This design comes from an exercise in tuning for small area, a short achievable clock period and few clock cycles on the open sky130 flow, not from production work.

==> module lf_o311a, before the edit <==
module lf_o311a (input logic a1, a2, a3, b1, c1, output logic y);
  assign y = (a1 || a2 || a3) && b1 && c1;
endmodule
==> module link_framer_top, before the edit <==
module link_framer_top (
  input  logic       aclk,
  input  logic       aresetn,
  input  logic       in_tvalid,
  output logic       in_tready,
  input  logic [7:0] in_tdata,
  input  logic       in_tlast,
  output logic       out_tvalid,
  input  logic       out_tready,
  output logic [7:0] out_tdata,
  output logic       out_tlast
);
  logic body;
  logic b;
  logic body_d;
  logic b_d;
  logic fresh;
  logic at_stop;
  logic at_start;
  lf_decode u_decode (.body(body), .b(b), .fresh(fresh), .at_stop(at_stop), .at_start(at_start));
  logic hi_n;      
  logic esc1_n;    
  logic esc0_n;    
  logic pre_n;     
  logic low_zero;  
  logic keep1_n;   
  logic keep0_n;   
  lf_nand4  u_hi    (.a(in_tdata[6]), .b(in_tdata[5]), .c(in_tdata[4]), .d(in_tdata[3]), .y(hi_n));
  lf_nand4b u_esc1  (.an(in_tdata[7]), .b(in_tdata[2]), .c(in_tdata[0]), .d(fresh), .y(esc1_n));
  lf_nand4b u_esc0  (.an(in_tdata[7]), .b(in_tdata[2]), .c(in_tdata[1]), .d(fresh), .y(esc0_n));
  lf_nand3b u_pre   (.an(in_tdata[7]), .b(in_tdata[2]), .c(fresh), .y(pre_n));
  lf_nor2   u_low   (.a(in_tdata[1]), .b(in_tdata[0]), .y(low_zero));
  lf_a21oi  u_keep1 (.a1(body), .a2(in_tdata[1]), .b1(at_stop), .y(keep1_n));
  lf_a21oi  u_keep0 (.a1(body), .a2(in_tdata[0]), .b1(at_start), .y(keep0_n));
  lf_o21ai  u_out1  (.a1(hi_n), .a2(esc1_n), .b1(keep1_n), .y(out_tdata[1]));
  lf_o21ai  u_out0  (.a1(hi_n), .a2(esc0_n), .b1(keep0_n), .y(out_tdata[0]));
  lf_o311a  u_rdy   (.a1(hi_n), .a2(pre_n), .a3(low_zero), .b1(out_tready), .c1(body), .y(in_tready));
  lf_and2   u_out7  (.a(body), .b(in_tdata[7]), .y(out_tdata[7]));
  for (genvar k = 2; k < 7; k++) begin : g_hi
    lf_or2b u_outk  (.a(in_tdata[k]), .bn(body), .y(out_tdata[k]));
  end
  lf_or2    u_valid (.a(in_tvalid), .b(at_stop), .y(out_tvalid));
  assign out_tlast = at_stop;
  lf_next u_next (
    .body     (body),
    .b        (b),
    .tvalid   (in_tvalid),
    .tready   (out_tready),
    .tlast    (in_tlast),
    .hi_n     (hi_n),
    .pre_n    (pre_n),
    .low_zero (low_zero),
    .body_d   (body_d),
    .b_d      (b_d)
  );
  always_ff @(posedge aclk or negedge aresetn) begin
    if (!aresetn) begin
      body <= 1'b0;
      b    <= 1'b0;
    end else begin
      body <= body_d;
      b    <= b_d;
    end
  end
endmodule
==> flow/config.mk <==
export PLATFORM = sky130hd
export DESIGN_NAME = link_framer_top
export DESIGN_NICKNAME = link_framer_top
export VERILOG_FILES = /design/flow/design.v
export SDC_FILE = /design/flow/constraint.sdc
export NUM_CORES = 4
export LEC_CHECK = 0
export CAP_MARGIN = 20
export CORE_AREA = 3 3 61 61
export CTS_BUF_LIST = sky130_fd_sc_hd__clkbuf_1
export DIE_AREA = 0 0 64 64
export SETUP_SLACK_MARGIN = 2.0
export SLEW_MARGIN = 20
export SYNTH_HIERARCHICAL = 1
export SYNTH_MINIMUM_KEEP_SIZE = 0
==> flow/constraint.sdc <==
create_clock -name core_clock -period 4.5 [get_ports {aclk}]
set_input_delay 0.9000 -clock core_clock [delete_from_list [all_inputs] [get_ports {aclk}]]
set_output_delay 0.9000 -clock core_clock [all_outputs]
set_load 0.01 [all_outputs]
standard.sh (not shown) runs the stock make flow with config.mk's settings and CLKGATE_MAP_FILE= SYNTH_SCRIPT=/design/flow/synth_recipe.tcl, a recipe that flattens the netlist after the stock synthesis.
==> flow/flow/run.sh <==
#!/bin/bash
# The standard layout (the standard.sh) with extra ORFS settings:
# BUFFER_PORTS_ARGS="-buffer_cell sky130_fd_sc_hd__buf_1"
# make's full output goes to standard.log; each ORFS step keeps its own log under orfs/logs.
set -euo pipefail
bash standard.sh BUFFER_PORTS_ARGS="-buffer_cell sky130_fd_sc_hd__buf_1" finish > standard.log 2>&1
Rerun with:
--- a/flow/design.v
+++ b/flow/design.v
@@ -34,10 +34,19 @@
 endmodule
 module lf_o21ai (input logic a1, a2, b1, output logic y);
   assign y = !((a1 || a2) && b1);
 endmodule
-module lf_o311a (input logic a1, a2, a3, b1, c1, output logic y);
-  assign y = (a1 || a2 || a3) && b1 && c1;
+module lf_a31oi (input logic a1, a2, a3, b1, output logic y);
+  assign y = !((a1 && a2 && a3) || b1);
+endmodule
+module lf_and4 (input logic a, b, c, d, output logic y);
+  assign y = a && b && c && d;
+endmodule
+module lf_and3b (input logic an, b, c, output logic y);
+  assign y = !an && b && c;
+endmodule
+module lf_nand2 (input logic a, b, output logic y);
+  assign y = !(a && b);
 endmodule
 module lf_decode (
   input  logic body,
   input  logic b,
@@ -103,9 +112,17 @@
   lf_a21oi  u_keep1 (.a1(body), .a2(in_tdata[1]), .b1(at_stop), .y(keep1_n));
   lf_a21oi  u_keep0 (.a1(body), .a2(in_tdata[0]), .b1(at_start), .y(keep0_n));
   lf_o21ai  u_out1  (.a1(hi_n), .a2(esc1_n), .b1(keep1_n), .y(out_tdata[1]));
   lf_o21ai  u_out0  (.a1(hi_n), .a2(esc0_n), .b1(keep0_n), .y(out_tdata[0]));
-  lf_o311a  u_rdy   (.a1(hi_n), .a2(pre_n), .a3(low_zero), .b1(out_tready), .c1(body), .y(in_tready));
+  logic hi;        
+  logic pre;       
+  logic low_any;   
+  logic go_n;      
+  lf_and4   u_hip   (.a(in_tdata[6]), .b(in_tdata[5]), .c(in_tdata[4]), .d(in_tdata[3]), .y(hi));
+  lf_and3b  u_prep  (.an(in_tdata[7]), .b(in_tdata[2]), .c(fresh), .y(pre));
+  lf_or2    u_lowa  (.a(in_tdata[1]), .b(in_tdata[0]), .y(low_any));
+  lf_nand2  u_go    (.a(out_tready), .b(body), .y(go_n));
+  lf_a31oi  u_rdy   (.a1(hi), .a2(pre), .a3(low_any), .b1(go_n), .y(in_tready));
   lf_and2   u_out7  (.a(body), .b(in_tdata[7]), .y(out_tdata[7]));
   for (genvar k = 2; k < 7; k++) begin : g_hi
     lf_or2b u_outk  (.a(in_tdata[k]), .bn(body), .y(out_tdata[k]));
   end
Result: Core utilization is higher by 0.44 points. Worst setup slack is better by 0.12 ns. Maximum frequency rose by 5.0%. Final cell count grows by 4.9%. Via count goes down by 3.0%. Die area does not change. Wire length goes up by about 6%.
Function was not checked in any run of this note: the RTL went through the layout flow alone.

static timing again, ports no longer ideal:
The results above use ideal ports. As a check the final layouts listed here were re-extracted and re-timed, cells and wires unchanged.
Step 1 assumes that a clkbuf_16 drives the clock port and a buf_2 every other input.
Step 2, shift: input delay + t, output delay - t, t = (earliest + latest rising clock arrival at the registers) / 2. This alone moves slack from input paths to output paths.
Three values: no drivers, after step 1, after step 2; two values: the first two.
run	shift t [ns]	setup slack, ns	clock arrival spread, ns
the first run	0.221	1.964 / 1.940 / 1.940	0.021 / 0.021
the second run	0.215	2.084 / 2.060 / 2.060	0.011 / 0.011
After both steps setup and hold are still met in every run listed.
